Background: an optimization exercise with open tools, aiming at small area, a short achievable clock period and few clock cycles. Do not read the settings as production practice. At most, simulation tests tie the RTL to the original design; equivalence was not proved. Power and IR drop assume default switching activity.

==> v39 <==
==> flow/design.v (excerpt) <==
module ipdc_top (
	input  logic             i_clk,
	input  logic             i_rst_n,
	input  logic             i_op_valid,
	input  logic [2:0]       i_op_mode,
	input  logic             i_in_valid,
	input  ipdc_pkg::pixel_t i_in_data,
	output logic             o_in_ready,
	output logic             o_out_valid,
	output ipdc_pkg::pixel_t o_out_data
);
	logic             wr0;
	logic             wr32;
	ipdc_pkg::pixel_t wr_data;
	logic             rd_valid;
	logic             rd_pix;
	logic             rd_ycc;
	logic [3:0]       tap;
	logic             img_valid;
	ipdc_pkg::pixel_t tap_data;
	logic             s2_v;
	logic             s2_ycc;
	ipdc_pkg::pixel_t s2_d;
	op_ctrl u_op_ctrl (
		.i_clk       (i_clk),
		.i_rst_n     (i_rst_n),
		.i_op_valid  (i_op_valid),
		.i_op_mode   (i_op_mode),
		.i_in_valid  (i_in_valid),
		.i_in_data   (i_in_data),
		.o_in_ready  (o_in_ready),
		.o_wr0       (wr0),
		.o_wr32      (wr32),
		.o_wr_data   (wr_data),
		.o_rd_valid  (rd_valid),
		.o_rd_pix    (rd_pix),
		.o_rd_ycc    (rd_ycc),
		.o_tap       (tap),
		.o_img_valid (img_valid)
	);
	image_buffer u_image_buffer (
		.i_clk      (i_clk),
		.i_wr0      (wr0),
		.i_wr32     (wr32),
		.i_wr_data  (wr_data),
		.i_tap      (tap),
		.o_tap_data (tap_data)
	);
	always_ff @(posedge i_clk or negedge i_rst_n) begin
		if (!i_rst_n) begin
			s2_v   <= 1'b0;
			s2_ycc <= 1'b0;
		end else begin
			s2_v   <= rd_valid;
			s2_ycc <= rd_ycc;
		end
	end
	always_ff @(posedge i_clk) begin
		s2_d <= (rd_pix & img_valid) ? tap_data : '0;
	end
	color_output u_color_output (
		.i_clk       (i_clk),
		.i_rst_n     (i_rst_n),
		.i_valid     (s2_v),
		.i_ycc       (s2_ycc),
		.i_pixel     (s2_d),
		.o_out_valid (o_out_valid),
		.o_out_data  (o_out_data)
	);
endmodule
clock: 5.5 ns
lec_check: 0
cap_margin: 20
core_margin: 2
core_utilization: 60
cts_buf_list: sky130_fd_sc_hd__clkbuf_8
cts_cluster_diameter: 50
cts_cluster_size: 20
place_density: 0.7
setup_slack_margin: 3.0
slew_margin: 20
run.sh (not shown) runs the stock make flow with config.mk's settings and CLKGATE_MAP_FILE= SYNTH_SCRIPT=/design/flow/synth_recipe.tcl, a recipe that flattens the netlist after the stock synthesis.
==> v22 (differences from v39) <==
--- a/flow/design.v
+++ b/flow/design.v
@@ -29,31 +29,33 @@
 `default_nettype wire
 `default_nettype none
 module image_buffer (
 	input  logic             i_clk,
 	input  logic             i_wr0,       
 	input  logic             i_wr32,      
 	input  ipdc_pkg::pixel_t i_wr_data,
-	input  logic [3:0]       i_tap,       
+	input  logic [15:0]      i_sel,       
 	output ipdc_pkg::pixel_t o_tap_data
 );
 	logic [23:0] ring [64];
 	always_ff @(posedge i_clk) begin
 		ring[0]  <= i_wr0  ? i_wr_data : ring[63];
 		ring[32] <= i_wr32 ? i_wr_data : ring[31];
 		for (int p = 1; p < 64; p++) begin
 			if (p != 32) ring[p] <= ring[p-1];
 		end
 	end
-	always_comb begin
-		o_tap_data = '0;
-		for (int k = 0; k < 16; k++) begin
-			o_tap_data = o_tap_data | (ring[4*k+1] & {24{i_tap == 4'(k)}});
-		end
+	logic [23:0] tap_and [16];
+	for (genvar k = 0; k < 16; k++) begin : g_tap
+		assign tap_and[k] = ring[4*k+1] & {24{i_sel[k]}};
 	end
+	assign o_tap_data = tap_and[0] | tap_and[1] | tap_and[2] | tap_and[3]
+		| tap_and[4] | tap_and[5] | tap_and[6] | tap_and[7]
+		| tap_and[8] | tap_and[9] | tap_and[10] | tap_and[11]
+		| tap_and[12] | tap_and[13] | tap_and[14] | tap_and[15];
 endmodule
 `default_nettype wire
 `default_nettype none
 module window_origin (
 	input  logic [2:0] i_op,
 	input  logic [2:0] i_row,
 	input  logic [2:0] i_col,
@@ -82,18 +84,16 @@
 	input  logic             i_in_valid,
 	input  ipdc_pkg::pixel_t i_in_data,
 	output logic             o_in_ready,
 	output logic             o_wr0,
 	output logic             o_wr32,
 	output ipdc_pkg::pixel_t o_wr_data,
 	output logic             o_rd_valid,    
-	output logic             o_rd_pix,      
 	output logic             o_rd_ycc,      
-	output logic [3:0]       o_tap,
-	output logic             o_img_valid    
+	output logic [15:0]      o_sel          
 );
 	logic        rdy;
 	logic        nrdy;       
 	logic        ld_act;
 	logic        ld_go;
 	logic        img_valid;
 	logic [5:0]  pcnt;
@@ -101,23 +101,33 @@
 	logic [5:0]  u;          
 	logic [5:0]  sd;         
 	logic        pvlast;
 	logic        xv;
 	logic        yv;
 	logic [2:0]  xm;
 	logic [2:0]  ym;
+	logic        xr;         
+	logic        xd;         
+	logic        xf;         
+	logic        xz;         
+	logic        xl;         
+	logic        xc;         
+	logic [2:0]  xm_n;
 	logic        seq_act;
 	logic [3:0]  n;
 	logic [3:0]  tap;
+	logic [15:0] sel;        
 	logic        s1_v;
 	logic        s1_pix;
 	logic        s1_ycc;
 	logic        ymode;
 	logic [2:0]  org_r;
 	logic [2:0]  org_c;
+	logic        r_sat;      
+	logic        c_sat;      
 	logic        op_acc;
 	logic        pix_acc;
 	logic        enq;
 	logic        p_last;
 	logic [2:0]  nr;
 	logic [2:0]  nc;
 	logic        h_disp;
@@ -131,172 +141,184 @@
 	logic        at32;
 	logic        xv_n;
 	logic        yv_n;
 	logic        ld_act_n;
 	logic        ld_go_n;
 	logic        pix_rdy;
 	logic        safe0;
+	logic [15:0] oh_u;
+	logic [15:0] oh_ph;
+	logic [15:0] sel0;
+	logic        rdy_hold;
+	logic        rdy_enq;
+	logic        rdy_load;
 	assign rdy     = ~nrdy;
 	assign op_acc  = i_op_valid & rdy & ~ld_act;
 	assign pix_acc = i_in_valid & rdy & ld_act;
 	assign enq     = op_acc & (i_op_mode != 3'd5);    
 	assign p_last  = pcnt == 6'd63;
 	assign w0      = pix_acc & (pcnt == 6'd0);         
 	assign at32    = (pcnt != 6'd0) & (sd == 6'd31);
 	window_origin u_window_origin (
 		.i_op  (xm),
 		.i_row (org_r),
 		.i_col (org_c),
 		.o_row (nr),
 		.o_col (nc)
 	);
-	assign h_disp = (xm != 3'd0) & ~xm[2] | (xm == 3'd4);
-	assign h_mode = xm[2] & xm[1];
-	assign h_load = xm == 3'd0;
+	assign h_disp = xr | xd | xf | xz;
+	assign h_mode = xc;
+	assign h_load = xl;
+	assign aligned = (xr & (c_sat ? (u[1:0] == 2'd0) : (u[1:0] == 2'd1)))
+		| (xd & (u[1:0] == 2'd0))
+		| (xf & (ph[1:0] == 2'd0))
+		| (xz & (ph[1:0] == 2'd2));
 	always_comb begin
-		aligned = 1'b0;
-		tap0    = u[5:2];
-		case (xm)
-			3'd1: begin
-				aligned = (org_c != 3'd4) ? (u[1:0] == 2'd1) : (u[1:0] == 2'd0);
-				tap0    = u[5:2];
-			end
-			3'd2: begin
-				aligned = u[1:0] == 2'd0;
-				tap0    = (org_r != 3'd4) ? u[5:2] - 4'd2 : u[5:2];
-			end
-			3'd3: begin
-				aligned = ph[1:0] == 2'd0;
-				tap0    = ph[5:2];
-			end
-			3'd4: begin
-				aligned = ph[1:0] == 2'd2;
-				tap0    = {ph[5:4] - 2'd1, ph[3:2]};
-			end
-			default: ;
-		endcase
+		tap0 = u[5:2];
+		if (xd & ~r_sat) tap0 = u[5:2] - 4'd2;
+		if (xf)          tap0 = ph[5:2];
+		if (xz)          tap0 = {ph[5:4] - 2'd1, ph[3:2]};
+	end
+	for (genvar k = 0; k < 16; k++) begin : g_sel0
+		assign oh_u[k]  = u[5:2] == 4'(k);
+		assign oh_ph[k] = ph[5:2] == 4'(k);
+		assign sel0[k]  = ((xr | (xd & r_sat)) & oh_u[k])
+			| ((xd & ~r_sat) & oh_u[(k + 2) % 16])
+			| (xf & oh_ph[k])
+			| (xz & oh_ph[(k + 4) % 16]);
 	end
-	assign start = xv & ~seq_act & h_disp & aligned;
+	assign start = xv & ~seq_act & aligned;
 	assign pop   = start | (xv & h_load) | (xv & ~seq_act & h_mode);
+	assign xm_n = pop ? (yv ? ym : i_op_mode) : (xv ? xm : i_op_mode);
 	assign xv_n = pop ? (yv | enq) : (xv | enq);
 	assign yv_n = pop ? (yv & enq) : (yv | (xv & enq));
 	assign ld_act_n = ld_act ? ~(pix_acc & p_last) : (op_acc & (i_op_mode == 3'd0));
 	assign ld_go_n  = ld_act_n & (ld_go | (pop & h_load));
+	logic [5:0] pc;         
+	logic [1:0] sc;
+	logic [1:0] sq;
+	logic [3:0] fail;
+	assign sc = n[3:2];
+	assign sq = n[1:0];
+	assign pc = (sq == 2'd0) ? {4'(tap - 4'd1), 2'b01} : {tap, 2'b01};
+	assign fail[0] = pc < 6'(2'd3 - sq);
+	assign fail[1] = (sc <= 2'd2) & (pc >= 6'd4)  & (pc < 6'd11 - 6'(sq));
+	assign fail[2] = (sc <= 2'd1) & (pc >= 6'd8)  & (pc < 6'd19 - 6'(sq));
+	assign fail[3] = (sc == 2'd0) & (pc >= 6'd12) & (pc < 6'd27 - 6'(sq));
+	assign safe0   = ~seq_act | (fail == 4'd0);
 	always_comb begin
-		logic [5:0] pc;
-		logic [1:0] c;
-		logic [1:0] q;
-		c     = n[3:2];
-		q     = n[1:0];
-		pc    = (q == 2'd0) ? {4'(tap - 4'd1), 2'b01} : {tap, 2'b01};
-		safe0 = 1'b1;
-		if (seq_act) begin
-			for (int d = 0; d < 4; d++) begin
-				if (d <= 3 - int'(c)) begin
-					if (!((int'(pc) < 4 * d) || (int'(pc) >= 8 * d + 3 - int'(q)))) begin
-						safe0 = 1'b0;
-					end
-				end
-			end
-		end
-	end
-	always_comb begin
-		if (!ld_go_n) begin
+		if (!(ld_go | (pop & h_load))) begin
 			pix_rdy = 1'b0;
-		end else if (pix_acc) begin
-			pix_rdy = 1'b1;
 		end else if (pcnt == 6'd0) begin
 			pix_rdy = safe0;
 		end else begin
 			pix_rdy = ~seq_act & (sd[4:0] == 5'd30);
 		end
 	end
+	assign rdy_hold = pop | ~yv;                        
+	assign rdy_enq  = ~(pop ? yv : (yv | xv));           
+	assign rdy_load = ld_act ? (pix_acc | pix_rdy)
+		: (op_acc ? ((i_op_mode == 3'd0) ? 1'b0 : (i_op_mode == 3'd5) ? rdy_hold : rdy_enq)
+			: rdy_hold);
 	always_ff @(posedge i_clk or negedge i_rst_n) begin
 		if (!i_rst_n) begin
 			nrdy      <= 1'b0;
 			ld_act    <= 1'b0;
 			ld_go     <= 1'b0;
 			img_valid <= 1'b0;
 			pcnt      <= '0;
 			ph        <= '0;
 			u         <= '0;
-			sd        <= '0;
 			pvlast    <= 1'b0;
 			xv        <= 1'b0;
 			yv        <= 1'b0;
-			xm        <= '0;
-			ym        <= '0;
+			r_sat     <= 1'b0;
+			c_sat     <= 1'b0;
 			seq_act   <= 1'b0;
-			n         <= '0;
-			tap       <= '0;
 			s1_v      <= 1'b0;
-			s1_pix    <= 1'b0;
-			s1_ycc    <= 1'b0;
 			ymode     <= 1'b0;
 			org_r     <= '0;
 			org_c     <= '0;
 		end else begin
-			nrdy      <= ld_act_n ? ~pix_rdy : yv_n;
+			nrdy      <= ~rdy_load;
 			ld_act    <= ld_act_n;
 			ld_go     <= ld_go_n;
 			img_valid <= img_valid | pvlast;
 			pcnt      <= pcnt + 6'(pix_acc);
 			ph        <= w0 ? 6'd0 : ph + 6'd1;
 			if (w0) begin
 				u <= 6'd0 - {org_r, org_c};
 			end else if (start) begin
 				u <= {tap0, 2'b01};
 			end else begin
 				u <= u + 6'd1;
 			end
-			if (w0) begin
-				sd <= 6'd63;
-			end else if (!pix_acc) begin
-				sd <= sd + 6'd1;
-			end
 			pvlast    <= pix_acc & p_last;
 			xv        <= xv_n;
 			yv        <= yv_n;
-			xm        <= pop ? (yv ? ym : i_op_mode) : (xv ? xm : i_op_mode);
-			ym        <= (yv & ~pop) ? ym : i_op_mode;
 			if (start) begin
 				seq_act <= 1'b1;
-				n       <= 4'd1;
-				tap     <= tap0;
+				r_sat   <= nr == 3'd4;
+				c_sat   <= nc == 3'd4;
 				s1_v    <= 1'b1;
-				s1_pix  <= 1'b1;
-				s1_ycc  <= ymode;
 				org_r   <= nr;
 				org_c   <= nc;
 			end else if (seq_act) begin
 				s1_v    <= 1'b1;
-				n       <= n + 4'd1;
 				if (n == 4'd15) seq_act <= 1'b0;
-				if (n[1:0] == 2'd0) tap <= tap - 4'd1;
 			end else if (pop && h_mode) begin
 				s1_v    <= 1'b1;
-				s1_pix  <= 1'b0;
 				ymode   <= ~xm[0];
 			end else if (pvlast) begin
 				s1_v    <= 1'b1;
-				s1_pix  <= 1'b0;
 			end else begin
 				s1_v    <= 1'b0;
 			end
 		end
 	end
+	always_ff @(posedge i_clk) begin
+		if (w0) begin
+			sd <= 6'd63;
+		end else if (!pix_acc) begin
+			sd <= sd + 6'd1;
+		end
+		xm <= xm_n;
+		if (pop | ~xv) begin
+			xr <= xm_n == 3'd1;
+			xd <= xm_n == 3'd2;
+			xf <= xm_n == 3'd3;
+			xz <= xm_n == 3'd4;
+			xl <= xm_n == 3'd0;
+			xc <= xm_n[2] & xm_n[1];
+		end
+		ym <= (yv & ~pop) ? ym : i_op_mode;
+		if (start) begin
+			n      <= 4'd1;
+			tap    <= tap0;
+			sel    <= img_valid ? sel0 : 16'd0;
+			s1_pix <= 1'b1;
+			s1_ycc <= ymode;
+		end else if (seq_act) begin
+			n      <= n + 4'd1;
+			if (n[1:0] == 2'd0) begin
+				tap <= tap - 4'd1;
+				sel <= {sel[0], sel[15:1]};
+			end
+		end else begin
+			s1_pix <= 1'b0;
+			sel    <= '0;
+		end
+	end
 	assign o_in_ready  = rdy;
 	assign o_wr0       = pix_acc & ~at32;
 	assign o_wr32      = pix_acc & at32;
 	assign o_wr_data   = i_in_data;
 	assign o_rd_valid  = s1_v;
-	assign o_rd_pix    = s1_pix;
 	assign o_rd_ycc    = s1_ycc & s1_pix;
-	assign o_tap       = tap;
-	assign o_img_valid = img_valid;
+	assign o_sel       = sel;
 endmodule
 `default_nettype wire
 `default_nettype none
 module color_output (
 	input  logic             i_clk,
 	input  logic             i_rst_n,
 	input  logic             i_valid,
@@ -1060,18 +1082,16 @@
 	output logic             o_out_valid,
 	output ipdc_pkg::pixel_t o_out_data
 );
 	logic             wr0;
 	logic             wr32;
 	ipdc_pkg::pixel_t wr_data;
 	logic             rd_valid;
-	logic             rd_pix;
 	logic             rd_ycc;
-	logic [3:0]       tap;
-	logic             img_valid;
+	logic [15:0]      sel;
 	ipdc_pkg::pixel_t tap_data;
 	logic             s2_v;
 	logic             s2_ycc;
 	ipdc_pkg::pixel_t s2_d;
 	op_ctrl u_op_ctrl (
 		.i_clk       (i_clk),
 		.i_rst_n     (i_rst_n),
@@ -1080,38 +1100,36 @@
 		.i_in_valid  (i_in_valid),
 		.i_in_data   (i_in_data),
 		.o_in_ready  (o_in_ready),
 		.o_wr0       (wr0),
 		.o_wr32      (wr32),
 		.o_wr_data   (wr_data),
 		.o_rd_valid  (rd_valid),
-		.o_rd_pix    (rd_pix),
 		.o_rd_ycc    (rd_ycc),
-		.o_tap       (tap),
-		.o_img_valid (img_valid)
+		.o_sel       (sel)
 	);
 	image_buffer u_image_buffer (
 		.i_clk      (i_clk),
 		.i_wr0      (wr0),
 		.i_wr32     (wr32),
 		.i_wr_data  (wr_data),
-		.i_tap      (tap),
+		.i_sel      (sel),
 		.o_tap_data (tap_data)
 	);
 	always_ff @(posedge i_clk or negedge i_rst_n) begin
 		if (!i_rst_n) begin
 			s2_v   <= 1'b0;
 			s2_ycc <= 1'b0;
 		end else begin
 			s2_v   <= rd_valid;
 			s2_ycc <= rd_ycc;
 		end
 	end
 	always_ff @(posedge i_clk) begin
-		s2_d <= (rd_pix & img_valid) ? tap_data : '0;
+		s2_d <= tap_data;
 	end
 	color_output u_color_output (
 		.i_clk       (i_clk),
 		.i_rst_n     (i_rst_n),
 		.i_valid     (s2_v),
 		.i_ycc       (s2_ycc),
 		.i_pixel     (s2_d),
CTS_BUF_LIST = sky130_fd_sc_hd__clkbuf_16   (was sky130_fd_sc_hd__clkbuf_8)
CTS_CLUSTER_SIZE = 30   (was 20)
SETUP_SLACK_MARGIN = 3.4   (was 3.0)
==> v3 (differences from v39) <==
--- a/flow/design.v
+++ b/flow/design.v
@@ -43,15 +43,15 @@
 		for (int p = 1; p < 64; p++) begin
 			if (p != 32) ring[p] <= ring[p-1];
 		end
 	end
 	always_comb begin
 		o_tap_data = '0;
 		for (int k = 0; k < 16; k++) begin
-			o_tap_data = o_tap_data | (ring[4*k+1] & {24{i_tap == 4'(k)}});
+			o_tap_data = o_tap_data | (ring[4*k] & {24{i_tap == 4'(k)}});
 		end
 	end
 endmodule
 `default_nettype wire
 `default_nettype none
 module window_origin (
 	input  logic [2:0] i_op,
@@ -88,23 +88,26 @@
 	output logic             o_rd_valid,    
 	output logic             o_rd_pix,      
 	output logic             o_rd_ycc,      
 	output logic [3:0]       o_tap,
 	output logic             o_img_valid    
 );
 	logic        rdy;
-	logic        nrdy;       
 	logic        ld_act;
 	logic        ld_go;
 	logic        img_valid;
 	logic [5:0]  pcnt;
 	logic [5:0]  ph;
 	logic [5:0]  u;          
 	logic [5:0]  sd;         
+	logic        pv;
+	logic        pv0;
 	logic        pvlast;
+	logic        pw32;
+	logic [23:0] pd;
 	logic        xv;
 	logic        yv;
 	logic [2:0]  xm;
 	logic [2:0]  ym;
 	logic        seq_act;
 	logic [3:0]  n;
 	logic [3:0]  tap;
@@ -124,28 +127,25 @@
 	logic        h_mode;
 	logic        h_load;
 	logic        aligned;
 	logic [3:0]  tap0;
 	logic        start;
 	logic        pop;
 	logic        w0;
-	logic        at32;
 	logic        xv_n;
 	logic        yv_n;
 	logic        ld_act_n;
 	logic        ld_go_n;
 	logic        pix_rdy;
 	logic        safe0;
-	assign rdy     = ~nrdy;
 	assign op_acc  = i_op_valid & rdy & ~ld_act;
 	assign pix_acc = i_in_valid & rdy & ld_act;
 	assign enq     = op_acc & (i_op_mode != 3'd5);    
 	assign p_last  = pcnt == 6'd63;
-	assign w0      = pix_acc & (pcnt == 6'd0);         
-	assign at32    = (pcnt != 6'd0) & (sd == 6'd31);
+	assign w0      = pv & pv0;                         
 	window_origin u_window_origin (
 		.i_op  (xm),
 		.i_row (org_r),
 		.i_col (org_c),
 		.o_row (nr),
 		.o_col (nc)
 	);
@@ -153,111 +153,122 @@
 	assign h_mode = xm[2] & xm[1];
 	assign h_load = xm == 3'd0;
 	always_comb begin
 		aligned = 1'b0;
 		tap0    = u[5:2];
 		case (xm)
 			3'd1: begin
-				aligned = (org_c != 3'd4) ? (u[1:0] == 2'd1) : (u[1:0] == 2'd0);
-				tap0    = u[5:2];
+				if (org_c != 3'd4) begin
+					aligned = u[1:0] == 2'd0;
+					tap0    = u[5:2];
+				end else begin
+					aligned = u[1:0] == 2'd3;
+					tap0    = u[5:2] + 4'd1;
+				end
 			end
 			3'd2: begin
-				aligned = u[1:0] == 2'd0;
-				tap0    = (org_r != 3'd4) ? u[5:2] - 4'd2 : u[5:2];
+				aligned = u[1:0] == 2'd3;
+				tap0    = (org_r != 3'd4) ? u[5:2] - 4'd1 : u[5:2] + 4'd1;
 			end
 			3'd3: begin
-				aligned = ph[1:0] == 2'd0;
-				tap0    = ph[5:2];
+				aligned = ph[1:0] == 2'd3;
+				tap0    = ph[5:2] + 4'd1;
 			end
 			3'd4: begin
-				aligned = ph[1:0] == 2'd2;
+				aligned = ph[1:0] == 2'd1;
 				tap0    = {ph[5:4] - 2'd1, ph[3:2]};
 			end
 			default: ;
 		endcase
 	end
 	assign start = xv & ~seq_act & h_disp & aligned;
 	assign pop   = start | (xv & h_load) | (xv & ~seq_act & h_mode);
 	assign xv_n = pop ? (yv | enq) : (xv | enq);
 	assign yv_n = pop ? (yv & enq) : (yv | (xv & enq));
 	assign ld_act_n = ld_act ? ~(pix_acc & p_last) : (op_acc & (i_op_mode == 3'd0));
 	assign ld_go_n  = ld_act_n & (ld_go | (pop & h_load));
 	always_comb begin
-		logic [5:0] pc;
+		logic [4:0] tc;
 		logic [1:0] c;
 		logic [1:0] q;
 		c     = n[3:2];
 		q     = n[1:0];
-		pc    = (q == 2'd0) ? {4'(tap - 4'd1), 2'b01} : {tap, 2'b01};
+		tc    = (q == 2'd0) ? {4'(tap - 4'd1), 1'b0} : {tap, 1'b0};
 		safe0 = 1'b1;
 		if (seq_act) begin
 			for (int d = 0; d < 4; d++) begin
 				if (d <= 3 - int'(c)) begin
-					if (!((int'(pc) < 4 * d) || (int'(pc) >= 8 * d + 3 - int'(q)))) begin
+					if (!((int'(tc) < 2 * d) || (int'(tc) >= 4 * d + ((q < 2'd2) ? 1 : 0)))) begin
 						safe0 = 1'b0;
 					end
 				end
 			end
 		end
 	end
 	always_comb begin
 		if (!ld_go_n) begin
 			pix_rdy = 1'b0;
 		end else if (pix_acc) begin
 			pix_rdy = 1'b1;
 		end else if (pcnt == 6'd0) begin
 			pix_rdy = safe0;
 		end else begin
-			pix_rdy = ~seq_act & (sd[4:0] == 5'd30);
+			pix_rdy = ~seq_act & ~w0 & (sd[4:0] == 5'd29);
 		end
 	end
 	always_ff @(posedge i_clk or negedge i_rst_n) begin
 		if (!i_rst_n) begin
-			nrdy      <= 1'b0;
+			rdy       <= 1'b1;
 			ld_act    <= 1'b0;
 			ld_go     <= 1'b0;
 			img_valid <= 1'b0;
 			pcnt      <= '0;
 			ph        <= '0;
 			u         <= '0;
 			sd        <= '0;
+			pv        <= 1'b0;
+			pv0       <= 1'b0;
 			pvlast    <= 1'b0;
+			pw32      <= 1'b0;
 			xv        <= 1'b0;
 			yv        <= 1'b0;
 			xm        <= '0;
 			ym        <= '0;
 			seq_act   <= 1'b0;
 			n         <= '0;
 			tap       <= '0;
 			s1_v      <= 1'b0;
 			s1_pix    <= 1'b0;
 			s1_ycc    <= 1'b0;
 			ymode     <= 1'b0;
 			org_r     <= '0;
 			org_c     <= '0;
 		end else begin
-			nrdy      <= ld_act_n ? ~pix_rdy : yv_n;
+			rdy       <= ld_act_n ? pix_rdy : ~yv_n;
 			ld_act    <= ld_act_n;
 			ld_go     <= ld_go_n;
 			img_valid <= img_valid | pvlast;
 			pcnt      <= pcnt + 6'(pix_acc);
 			ph        <= w0 ? 6'd0 : ph + 6'd1;
 			if (w0) begin
 				u <= 6'd0 - {org_r, org_c};
 			end else if (start) begin
-				u <= {tap0, 2'b01};
+				u <= {tap0, 2'b00};
 			end else begin
 				u <= u + 6'd1;
 			end
 			if (w0) begin
-				sd <= 6'd63;
+				sd <= pix_acc ? 6'd62 : 6'd63;
 			end else if (!pix_acc) begin
 				sd <= sd + 6'd1;
 			end
+			pv        <= pix_acc;
+			pv0       <= pix_acc & (pcnt == 6'd0);
 			pvlast    <= pix_acc & p_last;
+			pw32      <= pix_acc & (pcnt != 6'd0) & ~w0 & (sd == 6'd30);
 			xv        <= xv_n;
 			yv        <= yv_n;
 			xm        <= pop ? (yv ? ym : i_op_mode) : (xv ? xm : i_op_mode);
 			ym        <= (yv & ~pop) ? ym : i_op_mode;
 			if (start) begin
 				seq_act <= 1'b1;
 				n       <= 4'd1;
@@ -280,18 +291,21 @@
 				s1_v    <= 1'b1;
 				s1_pix  <= 1'b0;
 			end else begin
 				s1_v    <= 1'b0;
 			end
 		end
 	end
+	always_ff @(posedge i_clk) begin
+		pd <= i_in_data;
+	end
 	assign o_in_ready  = rdy;
-	assign o_wr0       = pix_acc & ~at32;
-	assign o_wr32      = pix_acc & at32;
-	assign o_wr_data   = i_in_data;
+	assign o_wr0       = pv & ~pw32;
+	assign o_wr32      = pv & pw32;
+	assign o_wr_data   = pd;
 	assign o_rd_valid  = s1_v;
 	assign o_rd_pix    = s1_pix;
 	assign o_rd_ycc    = s1_ycc & s1_pix;
 	assign o_tap       = tap;
 	assign o_img_valid = img_valid;
 endmodule
 `default_nettype wire
CORE_UTILIZATION = 45   (was 60)
CTS_BUF_LIST = unset   (was sky130_fd_sc_hd__clkbuf_8)
CTS_CLUSTER_DIAMETER = unset   (was 50)
CTS_CLUSTER_SIZE = unset   (was 20)
PLACE_DENSITY = 0.6   (was 0.7)
==> run summary <==
metric                                                                                      v22                            v3                       v39
Run status                                                              complete, no violations       complete, no violations   complete, no violations
Parity-gate share of the synthesized area counting xor and xnor cells                  0.007444                      0.008677                  0.008432
Clock Power                                                                           0.00877 W                      0.0109 W                 0.00603 W
CP required                                                                             4.40 ns                       6.15 ns                   4.40 ns
Setup Fix Bufs, Post-CTS                                                                     32                             7                         9
RePlAce Congestion                                                                       0.8485                        0.8359                    0.8216
Data arrival time of the critical path                                                  1.20 ns                       3.16 ns                   1.36 ns
CTS-repair resized insts                                                                    137                            60                        79
Setup crit start                                                       u_op_ctrl.nrdy$_DFF_PN0_  u_op_ctrl.tap[1]$_DFFE_PN0P_  u_op_ctrl.nrdy$_DFF_PN0_
#FFs+latches synth                                                                        1,716                         1,719                     1,692
Seq power                                                                              0.0145 W                      0.0129 W                  0.0140 W
Post-synth ARST share                                                                   0.02331                       0.03665                   0.03546
Maximum number of pins on one net before global-route repair                                 66                            69                        64
Area fraction of the dominant cell type after synthesis                                  0.7780                        0.7820                    0.7863
Net switching power                                                                  0.008045 W                    0.005007 W                0.005737 W
Placed Cells incl. Taps                                                                   3,701                         4,043                     3,661
Testbench counts of v22, summed over its fixed seeds: cycles 6,749.
The RTL of v39 and v3 was laid out without a check of its function.

re-timing with driven ports:
No port has a modelled driver above. Below, the same layouts with a new extraction and two added sets of constraints.
Step 1 sets driving cells, clkbuf_16 on the clock port and buf_2 on the other inputs (assumed; they add their load-dependent delay and slew).
Step 2 moves the port delays by t, midway between the first and last clock arrival at a register: inputs arrive t later, outputs are due t later. That takes back most of the time a late clock gives input paths.
a / b / c = ideal ports / drivers / drivers and shift; a / b = the first two.
run	t (ns)	slack for setup (ns)	worst setup path after step 2	worst data-port slew with drivers (ns)
v39	0.806	3.042 / 2.981 / 2.444	input to register	0.04
v22	0.718	3.199 / 3.134 / 2.765	input to register	0.04
v3	0.802	2.989 / 2.926 / 2.506	input to register	0.05
After both steps setup and hold are still met in every run listed. For v39, which loses most, drivers alone change the setup slack by -0.061 ns; drivers and shift together by -0.598 ns.
